Source: an optimization exercise on an open RTL-to-GDS flow (aim: small area, a short achievable clock period and few clock cycles per item). Production flows keep margins and buffers that such runs may drop.
In this exercise RTL edits were held to simulation tests only and were not proved equivalent to the original.

File: flow/config.mk
export PLATFORM = sky130hd
export DESIGN_NAME = encoder_accelerated_value
export DESIGN_NICKNAME = encoder_accelerated_value
export VERILOG_FILES = /design/flow/design.v
export SDC_FILE = /design/flow/constraint.sdc
export NUM_CORES = 4
export LEC_CHECK = 0
export CAP_MARGIN = 20
export CORE_MARGIN = 2
export CORE_UTILIZATION = 40
export SETUP_SLACK_MARGIN = 4
export SLEW_MARGIN = 20
File: flow/constraint.sdc
create_clock -name core_clock -period 10.0 [get_ports {aclk}]
set_input_delay 2.0000 -clock core_clock [delete_from_list [all_inputs] [get_ports {aclk}]]
set_output_delay 2.0000 -clock core_clock [all_outputs]
set_load 0.01 [all_outputs]
File: flow/design.v
package eav_pkg;
    localparam int DATA_W    = 32;               
    localparam int STEP_W    = 31;               
    localparam int RATIO_W   = 8;
    localparam int GAP_W     = 16;
    localparam int CFG_IDX_W = 2;
    localparam int M_DATA_W  = 64;
    localparam int MAC_W     = 42;               
    localparam logic signed [DATA_W-1:0] MIN_VALUE_RST   = '0;
    localparam logic signed [DATA_W-1:0] MAX_VALUE_RST   = DATA_W'(10000);
    localparam logic [RATIO_W-1:0]       ACCEL_RATIO_RST = RATIO_W'(5);
    localparam logic [GAP_W-1:0]         ACCEL_GAP_RST   = GAP_W'(10);
    localparam logic [1:0] TK_IDLE  = 2'd0;
    localparam logic [1:0] TK_GAPLO = 2'd1;      
    localparam logic [1:0] TK_GROW  = 2'd2;      
    localparam logic [1:0] TK_DIV   = 2'd3;      
endpackage
module eav_padd #(
    parameter int W = 32
) (
    input  logic [W-1:0] a,
    input  logic [W-1:0] b,
    input  logic         cin,
    output logic [W-1:0] sum
);
    localparam int L = $clog2(W);
    logic [W-1:0] g, p, gg, pp, gn, pn;
    always_comb begin
        p  = a ^ b;
        g  = a & b;
        gg = g;
        pp = p;
        gg[0] = g[0] | (p[0] & cin);
        for (int l = 0; l < L; l++) begin
            gn = gg;
            pn = pp;
            for (int i = 0; i < W; i++) begin
                if ((i >> l) & 1) begin
                    gn[i] = gg[i] | (pp[i] & gg[((i >> l) << l) - 1]);
                    pn[i] = pp[i] & pp[((i >> l) << l) - 1];
                end
            end
            gg = gn;
            pp = pn;
        end
        sum = p ^ {gg[W-2:0], cin};
    end
endmodule
module eav_csign #(
    parameter int W = 32
) (
    input  logic [W-1:0] a,
    input  logic [W-1:0] b,
    input  logic [W-1:0] c,
    input  logic         cin,
    output logic         sign
);
    logic [W-1:0] s, k, sum;
    assign s = a ^ b ^ c;
    assign k = {((a[W-2:0] & b[W-2:0]) | (a[W-2:0] & c[W-2:0]) | (b[W-2:0] & c[W-2:0])), 1'b0};
    eav_padd #(.W(W)) u_add (.a(s), .b(k), .cin(cin), .sum(sum));
    assign sign = sum[W-1];
endmodule
module eav_mac #(
    parameter int W  = 42,
    parameter int AW = 33,
    parameter int BW = 8
) (
    input  logic [AW-1:0] a,
    input  logic [BW-1:0] b,
    input  logic [W-1:0]  x,
    output logic [W-1:0]  s,
    output logic [W-1:0]  c
);
    localparam int N = BW + 1;
    logic [W-1:0] r [0:3*N-5];
    logic [W-1:0] ax;
    assign ax = W'($signed(a));
    for (genvar j = 0; j < BW; j++) begin : g_pp
        assign r[j] = (ax << j) & {W{b[j]}};
    end
    assign r[BW] = x;
    for (genvar k = 0; k < N - 2; k++) begin : g_csa
        assign r[N+2*k]   = r[3*k] ^ r[3*k+1] ^ r[3*k+2];
        assign r[N+2*k+1] = ((r[3*k] & r[3*k+1]) | (r[3*k] & r[3*k+2])
                           | (r[3*k+1] & r[3*k+2])) << 1;
    end
    assign s = r[3*N-6];
    assign c = r[3*N-5];
endmodule
module eav_div4 (
    input  logic [7:0]  ratio,
    input  logic [7:0]  rem_in,
    input  logic [31:0] quo_in,
    output logic [7:0]  rem_out,
    output logic [31:0] quo_out
);
    logic [7:0]  r [0:4];
    logic [31:0] q [0:4];
    assign r[0] = rem_in;
    assign q[0] = quo_in;
    for (genvar k = 0; k < 4; k++) begin : g_step
        logic [9:0] t;
        eav_padd #(.W(10)) u_sub (
            .a   ({1'b0, r[k], q[k][31]}),
            .b   (~{2'b00, ratio}),
            .cin (1'b1),
            .sum (t)
        );
        assign r[k+1] = t[9] ? {r[k][6:0], q[k][31]} : t[7:0];
        assign q[k+1] = {q[k][30:0], !t[9]};
    end
    assign rem_out = r[4];
    assign quo_out = q[4];
endmodule
import eav_pkg::*;
module eav_dp (
    input  logic                          aclk,
    input  logic                          aresetn,
    input  logic                          cfg_valid,
    input  logic [eav_pkg::CFG_IDX_W-1:0] cfg_index,
    input  logic [eav_pkg::DATA_W-1:0]    cfg_data,
    input  logic                          s_tvalid,
    output logic                          s_tready,
    input  logic [eav_pkg::DATA_W-1:0]    s_tdata,
    input  logic                          s_tuser,
    output logic                          m_tvalid,
    input  logic                          m_tready,
    output logic [eav_pkg::M_DATA_W-1:0]  m_tdata,
    output logic                          m_tuser
);
    localparam logic [31:0] HI = 32'h7FFF_FFFF;
    localparam logic [31:0] LO = 32'h8000_0000;
    logic [31:0]  min_r, max_r;
    logic [7:0]   ratio_r;
    logic [15:0]  gap_r;
    logic [31:0]  last_r;        
    logic [31:0]  acc_r;
    logic [30:0]  step_r;
    logic         vcf_r;         
    logic [31:0]  vt_r;
    logic         clamped_r;
    logic         mv_r;
    logic         ib_v, ib_t, ib_z;
    logic [32:0]  ib_d;          
    logic         dneg, dovf;
    logic [1:0]   pc;            
    logic [1:0]   tph;
    logic [31:0]  tq;            
    logic [7:0]   rem_r;
    logic [2:0]   cnt_r;
    logic         min_is_lo, max_is_hi, min_gt_max, max_lt1, ratio_ge2, ratio_z;
    logic [30:0]  maxc;          
    logic         mgt_sign;
    assign min_is_lo = (min_r == LO);
    assign max_is_hi = (max_r == HI);
    eav_csign #(.W(33)) u_mgt (
        .a   ({max_r[31], max_r}),
        .b   (~{min_r[31], min_r}),
        .c   (33'd0),
        .cin (1'b1),
        .sign(mgt_sign)
    );
    assign min_gt_max = mgt_sign;
    assign max_lt1    = max_r[31] || (max_r == 32'd0);
    assign maxc       = max_lt1 ? 31'd1 : max_r[30:0];
    assign ratio_ge2  = (ratio_r[7:1] != 7'd0);
    assign ratio_z    = (ratio_r == 8'd0);
    logic tbusy, go, tmode;
    assign tbusy = (tph != TK_IDLE);
    assign go    = ib_v && !tbusy && (!mv_r || m_tready);
    assign tmode = tbusy || ib_t;
    logic [7:0] chunk;
    always_comb begin
        case (pc)
            2'd0: chunk = step_r[7:0];
            2'd1: chunk = step_r[15:8];
            2'd2: chunk = step_r[23:16];
            default: chunk = {1'b0, step_r[30:24]};
        endcase
    end
    logic pos_last;
    always_comb begin
        case (pc)
            2'd0: pos_last = (step_r[30:8] == '0);
            2'd1: pos_last = (step_r[30:16] == '0);
            2'd2: pos_last = (step_r[30:24] == '0);
            default: pos_last = 1'b1;
        endcase
        pos_last = pos_last || ib_z;
    end
    logic gap_hi_nz;
    assign gap_hi_nz = (gap_r[15:8] != 8'd0);
    logic [32:0]  mac_a;
    logic [7:0]   mac_b;
    logic [41:0]  mac_x, mac_s, mac_c, v;
    assign mac_a = tmode ? {2'b00, step_r} : ib_d;
    always_comb begin
        if (!tmode)
            mac_b = chunk;
        else if (tph == TK_GROW)
            mac_b = ratio_r;
        else if (tph == TK_IDLE && gap_hi_nz)
            mac_b = gap_r[15:8];
        else
            mac_b = gap_r[7:0];
    end
    assign mac_x = !tmode            ? {{10{acc_r[31]}}, acc_r} :
                   (tph == TK_GAPLO) ? {9'd0, tq[24:0], 8'd0} : '0;
    eav_mac #(.W(42), .AW(33), .BW(8)) u_mac (
        .a(mac_a), .b(mac_b), .x(mac_x), .s(mac_s), .c(mac_c)
    );
    eav_padd #(.W(42)) u_vsum (.a(mac_s), .b(mac_c), .cin(1'b0), .sum(v));
    logic [31:0] vc, moved;
    logic [32:0] dvc, dtv;
    assign vc = acc_r | {32{vcf_r}};
    eav_padd #(.W(33)) u_dvc (.a({vc[31], vc}), .b(~{vt_r[31], vt_r}), .cin(1'b1), .sum(dvc));
    eav_padd #(.W(33)) u_dtv (.a({vt_r[31], vt_r}), .b(~{vc[31], vc}), .cin(1'b1), .sum(dtv));
    assign moved = dvc[32] ? dtv[31:0] : dvc[31:0];
    logic [41:0] cmp_y;
    logic        lo_neg, hi_neg;
    assign cmp_y = tmode ? {10'd0, moved} : {{10{min_r[31]}}, min_r};
    eav_csign #(.W(42)) u_lo (
        .a(mac_s), .b(mac_c), .c(~cmp_y), .cin(tph != TK_GROW), .sign(lo_neg)
    );
    eav_csign #(.W(42)) u_hi (
        .a(mac_s), .b(mac_c), .c(~{{10{max_r[31]}}, max_r}), .cin(1'b0), .sign(hi_neg)
    );
    logic [30:0] shz;
    logic [32:0] shd;
    logic        shrink;
    assign shz = (tph == TK_GROW) ? maxc : step_r;
    eav_padd #(.W(33)) u_shr (.a({1'b0, moved}), .b(~{2'b00, shz}), .cin(1'b1), .sum(shd));
    assign shrink = shd[32];
    logic        force_sat, over, under, lo_hit, hi_hit;
    logic [31:0] sat, fin;
    assign force_sat = dovf && (chunk != 8'd0);
    assign over  = force_sat ? !dneg : (!v[41] && (v[40:31] != '0));
    assign under = force_sat ?  dneg : ( v[41] && (v[40:31] != '1));
    assign sat   = over ? HI : under ? LO : v[31:0];
    assign lo_hit = under ? !min_is_lo : (over ? 1'b0 : lo_neg);
    assign hi_hit = lo_hit ? min_gt_max : (over ? !max_is_hi : (under ? 1'b0 : !hi_neg));
    assign fin   = hi_hit ? max_r : (lo_hit ? min_r : sat);
    logic [7:0]  rem_d;
    logic [31:0] quo_d;
    eav_div4 u_div (.ratio(ratio_r), .rem_in(rem_r), .quo_in(tq), .rem_out(rem_d), .quo_out(quo_d));
    logic        step_ge_ratio, maxc_ge_ratio;
    assign step_ge_ratio = (step_r[30:8] != '0) || (step_r[7:0] >= ratio_r);
    assign maxc_ge_ratio = (maxc[30:8] != '0) || (maxc[7:0] >= ratio_r);
    logic        tact, t_fin, t_div, t_step_we, t_load_hi;
    logic [1:0]  tph_cur, t_nph;
    logic [30:0] t_step, dvd;
    assign tact    = tbusy || (go && ib_t);
    assign tph_cur = tbusy ? tph : TK_IDLE;
    always_comb begin
        t_fin     = 1'b0;
        t_div     = 1'b0;
        t_step_we = 1'b0;
        t_step    = 31'd1;
        t_load_hi = 1'b0;
        t_nph     = tph_cur;
        dvd       = step_r;
        case (tph_cur)
            TK_IDLE, TK_GAPLO: begin
                if (tph_cur == TK_IDLE && gap_hi_nz) begin
                    t_load_hi = 1'b1;
                    t_nph     = TK_GAPLO;
                end else if (lo_neg) begin
                    t_nph = TK_GROW;
                end else if (shrink && ratio_ge2) begin
                    if (step_ge_ratio) begin
                        t_div = 1'b1;
                    end else begin
                        t_step_we = 1'b1;
                        t_fin     = 1'b1;
                    end
                end else begin
                    t_fin = 1'b1;
                end
            end
            TK_GROW: begin
                dvd = maxc;
                if (!hi_neg) begin
                    if (shrink && ratio_ge2) begin
                        if (maxc_ge_ratio) begin
                            t_div = 1'b1;
                        end else begin
                            t_step_we = 1'b1;
                            t_fin     = 1'b1;
                        end
                    end else begin
                        t_step_we = 1'b1;
                        t_step    = maxc;
                        t_fin     = 1'b1;
                    end
                end else begin
                    t_fin = 1'b1;
                    if (ratio_z) begin
                        t_step_we = 1'b1;
                    end else if (ratio_ge2 && lo_neg) begin
                        t_step_we = 1'b1;
                        t_step    = v[30:0];
                    end
                end
            end
            default: begin
                if (cnt_r == 3'd0) begin
                    t_fin     = 1'b1;
                    t_step_we = 1'b1;
                    t_step    = (quo_d == 32'd0) ? 31'd1 : quo_d[30:0];
                end
            end
        endcase
        if (t_fin)
            t_nph = TK_IDLE;
        if (t_div)
            t_nph = TK_DIV;
    end
    logic [1:0]  dvd_c;
    logic [31:0] dvd_sh;
    assign dvd_c = (dvd[30:24] != '0) ? 2'd3 :
                   (dvd[23:16] != '0) ? 2'd2 :
                   (dvd[15:8]  != '0) ? 2'd1 : 2'd0;
    always_comb begin
        case (dvd_c)
            2'd0: dvd_sh = {1'b0, dvd} << 24;
            2'd1: dvd_sh = {1'b0, dvd} << 16;
            2'd2: dvd_sh = {1'b0, dvd} << 8;
            default: dvd_sh = {1'b0, dvd};
        endcase
    end
    logic        leave, take;
    logic [32:0] d_in;
    assign leave    = go && (ib_t || pos_last);
    assign s_tready = !ib_v || leave;
    assign take     = s_tvalid && s_tready;
    eav_padd #(.W(33)) u_d (.a({s_tdata[31], s_tdata}), .b(~{last_r[31], last_r}), .cin(1'b1), .sum(d_in));
    always_ff @(posedge aclk) begin
        if (!aresetn) begin
            min_r     <= MIN_VALUE_RST;
            max_r     <= MAX_VALUE_RST;
            ratio_r   <= ACCEL_RATIO_RST;
            gap_r     <= ACCEL_GAP_RST;
            last_r    <= '1;
            acc_r     <= '0;
            step_r    <= 31'd1;
            vcf_r     <= 1'b1;
            vt_r      <= '1;
            clamped_r <= 1'b0;
            mv_r      <= 1'b0;
            ib_v      <= 1'b0;
            tph       <= TK_IDLE;
        end else begin
            if (cfg_valid) begin
                case (cfg_index)
                    2'd0: min_r   <= cfg_data;
                    2'd1: max_r   <= cfg_data;
                    2'd2: ratio_r <= cfg_data[7:0];
                    default: gap_r <= cfg_data[15:0];
                endcase
            end
            if (m_tready)
                mv_r <= 1'b0;
            if (take) begin
                ib_v <= 1'b1;
                ib_t <= s_tuser;
                if (!s_tuser) begin
                    last_r <= s_tdata;
                    ib_z   <= (s_tdata == last_r);
                    ib_d   <= d_in;
                    dneg   <= d_in[32];
                    dovf   <= 1'b0;
                    pc     <= 2'd0;
                end
            end else if (leave) begin
                ib_v <= 1'b0;
            end
            if (go && !ib_t) begin
                if (pos_last) begin
                    mv_r      <= 1'b1;
                    clamped_r <= 1'b0;
                    if (!ib_z) begin
                        acc_r     <= fin;
                        vcf_r     <= 1'b0;
                        clamped_r <= lo_hit || hi_hit;
                        if (lo_hit || hi_hit)
                            step_r <= 31'd1;
                    end
                end else begin
                    mv_r  <= 1'b0;
                    acc_r <= sat;
                    pc    <= pc + 2'd1;
                    if (ib_d[32:24] != {9{ib_d[32]}}) begin
                        ib_d <= '0;
                        dovf <= 1'b1;
                    end else begin
                        ib_d <= {ib_d[24:0], 8'd0};
                    end
                end
            end
            if (tact) begin
                tph <= t_nph;
                if (t_fin) begin
                    mv_r      <= 1'b1;
                    clamped_r <= 1'b0;
                    vt_r      <= vc;
                end else begin
                    mv_r <= 1'b0;
                end
                if (t_step_we)
                    step_r <= t_step;
                if (t_load_hi)
                    tq <= (v[41:24] != '0) ? 32'h0100_0000 : {8'd0, v[23:0]};
                if (t_div) begin
                    tq    <= dvd_sh;
                    rem_r <= 8'd0;
                    cnt_r <= {dvd_c, 1'b1};
                end else if (tph_cur == TK_DIV) begin
                    tq    <= quo_d;
                    rem_r <= rem_d;
                    cnt_r <= cnt_r - 3'd1;
                end
            end
        end
    end
    assign m_tvalid = mv_r;
    assign m_tdata  = {1'b0, step_r, acc_r};
    assign m_tuser  = clamped_r;
endmodule
import eav_pkg::*;
module encoder_accelerated_value (
    input  logic                          aclk,
    input  logic                          aresetn,
    input  logic                          cfg_valid,
    output logic                          cfg_ready,
    input  logic [eav_pkg::CFG_IDX_W-1:0] cfg_index,
    input  logic [eav_pkg::DATA_W-1:0]    cfg_data,
    input  logic                          s_tvalid,
    output logic                          s_tready,
    input  logic [eav_pkg::DATA_W-1:0]    s_tdata,   
    input  logic                          s_tuser,   
    output logic                          m_tvalid,
    input  logic                          m_tready,
    output logic [eav_pkg::M_DATA_W-1:0]  m_tdata,   
    output logic                          m_tuser    
);
    assign cfg_ready = 1'b1;
    eav_dp u_dp (
        .aclk      (aclk),
        .aresetn   (aresetn),
        .cfg_valid (cfg_valid),
        .cfg_index (cfg_index),
        .cfg_data  (cfg_data),
        .s_tvalid  (s_tvalid),
        .s_tready  (s_tready),
        .s_tdata   (s_tdata),
        .s_tuser   (s_tuser),
        .m_tvalid  (m_tvalid),
        .m_tready  (m_tready),
        .m_tdata   (m_tdata),
        .m_tuser   (m_tuser)
    );
endmodule
File: flow/run.sh
#!/bin/bash
# synth_recipe.tcl (not shown) runs the flow's synth.tcl, then flattens the netlist and writes it again
# the make line also repeats each setting of config.mk as NAME=value (left out here)
make -C /OpenROAD-flow-scripts/flow DESIGN_CONFIG=/design/flow/config.mk WORK_HOME=/design/flow/orfs CLKGATE_MAP_FILE= SYNTH_SCRIPT=/design/flow/synth_recipe.tcl finish
==> flow_summary.ini <==
[outcome]
status = complete, no violations

[floorplan]
die_area_sq_um = 93800
start_util = 0.405
fp.dieH_um = 306
rows = 110
core_area_sq_um = 90300
boundaryPins = 140
die_w_um = 306

[worst_setup_path]
cp-start-kind = flip-flop
max_stage_delay_ps = 790
worst_ep_required_time_ps = 10500
worstPathMaxFanout = 9
cp_slowest_cell = a311oi_1
worstPathArrival_ps = 9540
criticalPathCategory = flip-flop to flip-flop
path_common_cell = buf_4
endpoint_kind = flip-flop

[yosys]
syn_inst = 4409
ys_warn_count = 9
ys_async_sr_fraction = 0
ys_seq_elements = 303
seq_area_frac_synth = 0.188
yosys.area_share.simple = 0.172
synth_top_family_by_area = adder cells
yosys.area.top_type_share = 0.192
yosys-top-cells-area = fa_1 (19%), ha_1 (13%), dfxtp_1 (12%), nand2_1 (7.5%), edfxtp_1 (6.7%)
syn_area_sq_um = 36500
synth-edff-count = 82
syn-num-nets = 5202
synth-adder-area-share = 0.319
muxShareOfSynthArea = 0.0313
avgSynthCellArea_sq_um = 8.29
ys_types = 90
yosys-top-cells-count = nand2_1 (731), inv_1 (529), ha_1 (370)
synth.most_common_cell = nand2_1
synth_top_flop_cell = dfxtp_1
synth_compound_area_frac = 0.191
yosysTopAreaCell = fa_1
synth_xor_area_frac = 0.0218

[final_layout]
fill_cells = 8589
areaGrowthSynthToFinish_pct = 25.4
final_layout_size_suffix_gt1_frac = 0.180
fin_nets = 5535

[timing]
period_needed_ps = 9040
relSlewSlack = 0.177
fin_tns_setup_ps = 0
finalHoldViolCount = 0
rsz0062_at_grt = yes
finalCritPeriodShare = 0.904
tightest_slew_ps = 1230
setup_violations = 0
fin_skew_ps = 58.0
drv_slew = 0
maxClockFrequency_mhz = 111
setup_ws_ps = 961

[global_routing]
grt_use_total = 0.335
grt_antenna_before_repair = 3
overflow = 0
grt_pass1_vias = 35500
grt_start_max_net_pins = 75
grt_pass1_wl_mm = 234

[drt]
drc = 0
routedWlPerCell_um = 26.8
firstDrtPassIters = 10
drtIter0Drc = 4447
wirelength_mm = 160
ant_nets = 0
viasPerCell = 6.07
vias = 36200

[placed_design]
dp_hpwl_mm = 121
pre_cts_ws_ps = 209
place_congestion = 1.05
io_buffers = 137

[worst_hold_path]
holdCritPathClass = flip-flop to flip-flop

[job]
max_cap_viol_count = 0

[cts]
cts_buffers = 41
clk-insertion-delay-late_ps = 640
cts_tree = yes
clk_pin_slew_worst_paths_ps = 60
holdBufCountCts = 0
root_buffer = clkbuf_16
clock_sinks = 303
clockBufferDepth = 3
h-tree-depth = 2
-- final timing paths --
| check | from | depth (start not counted) | to | slack (ps) |
|---|---|---|---|---|
| worst max register to register | u_dp.pc[1] | 32 | u_dp.acc_r[13] | 960 |
| worst min register to register | u_dp.gap_r[0] | 2 | u_dp.gap_r[0] | 470 |
| worst max-delay path | u_dp.pc[1] | 32 | u_dp.acc_r[13] | 960 |
| worst min-delay path | u_dp.gap_r[0] | 2 | u_dp.gap_r[0] | 470 |
-- worst max-delay path: cells and delay by family (launching register included) --
family,cells,cell delay [ps]
mux,1,160
compound gates,10,3650
buf+inv,10,1540
fa+ha+maj,6,2410
simple gates,5,690
flops,1,450
-- placed cells by master (no fill, tap or decap), types with 56 or more instances in the layout --
cell type / synthesis / layout
edfxtp_1: 82 / 82
mux2i_1: 98 / 76
nand3_1: 57 / 56
nor2_1: 303 / 271
a21oi_1: 264 / 233
o211ai_1: 107 / 107
buf_4: 2 / 274
inv_1: 529 / 508
o21ai_0: 146 / 87
fa_1: 351 / 312
a21o_1: 92 / 91
ha_1: 370 / 339
nand2_1: 731 / 689
dfxtp_1: 221 / 213
clkdlybuf4s50_1: 0 / 136
-- stage by stage --
step / instance area (sq um) / hold WS (ps) / util / cells
final: 45800 / 475 / 0.508 / 5957
after global routing: 45800 / 500 / 0.507 / 5952
after CTS: 45200 / 474 / 0.501 / 5923
after detailed placement: 40800 / 467 / 0.452 / 5684
after global placement: 40800 / 455 / 0.452 / 5684
after floorplan: 37600 / 436 / - / 4409
-- state kept, by name, indices dropped and copies added (netlist names), 8 cells and up --
register,flops
u_dp.rem_r,8
u_dp.min_r,32
u_dp.last_r,32
u_dp.ib_d,33
u_dp.acc_r,32
u_dp.vt_r,32
u_dp.gap_r,16
u_dp.step_r,31
u_dp.max_r,32
u_dp.ratio_r,8
u_dp.tq,32
-- layer usage --
| layer | part of all wire | vias to the layer above | track usage |
|---|---|---|---|
| met4 | 0.077 | 0 | 0.207 |
| met1 | 0.39 | 17500 | 0.429 |
| met3 | 0.12 | 574 | 0.0952 |
| li1 | - | 16000 | - |
| met2 | 0.42 | 2090 | 0.500 |
| met5 | 0 | - | 0 |
-- final cells by class --
cell class,count,area [sq um],area share
Antenna cell,6,15.0,0.000328
Clock buffer,54,1150,0.0252
Clock inverter,22,234,0.00511
Inverter,531,2010,0.0440
Multi-Input combinational cell,3377,29200,0.636
Sequential cell,303,6900,0.151
Tap cell,1176,1470,0.0321
Timing Repair Buffer,488,4870,0.106
-- logic make-up (layout without fill, tap and decap cells) --
kind of cell | Yosys count | after routing
fa+ha+maj | 721 | 721
simple gates | 1420 | 1422
xor+xnor | 90 | 90
flops | 303 | 303
mux | 112 | 112
compound gates | 1026 | 1030
buf+inv | 735 | 1095
other cells | 2 | 8
-- what timing repair did --
action,in CTS,in global routing
cloned,23,2
pin swaps,132,47
setup endpoints to repair,192,192
setup buffers,140,26
gates resized for setup,303,92
Testbench counts, summed over its fixed seeds: cycles 6,081, items 4,800.

[afterwards: timing with drivers on the ports]
The results above use ideal ports. As a check the final layout listed here was re-extracted and re-timed, cells and wires unchanged.
Step 1, drivers: a clkbuf_16 drives aclk and a buf_2 each remaining input, both assumed.
Step 2 adds t to the input delays and takes it off the output delays; t is the mean of the earliest and latest rising clock arrival at the registers after step 1. Input paths then give back, and output paths get back, about the clock's delay inside the block.
Slacks: no drivers / after step 1 / after step 2; pairs: no drivers / after step 1.
shift t [ns]: 0.677
setup WS [ns]: 0.961 / 0.961 / 0.961
worst setup path at the end: register to register
worst register clock-pin slew, ns: 0.07 / 0.07
worst slew at a driven data input, ns: 0.05
After both steps this run still meets setup and hold. The setup slack of this run moves by 0.000 ns with the drivers and by 0.000 ns with both steps.
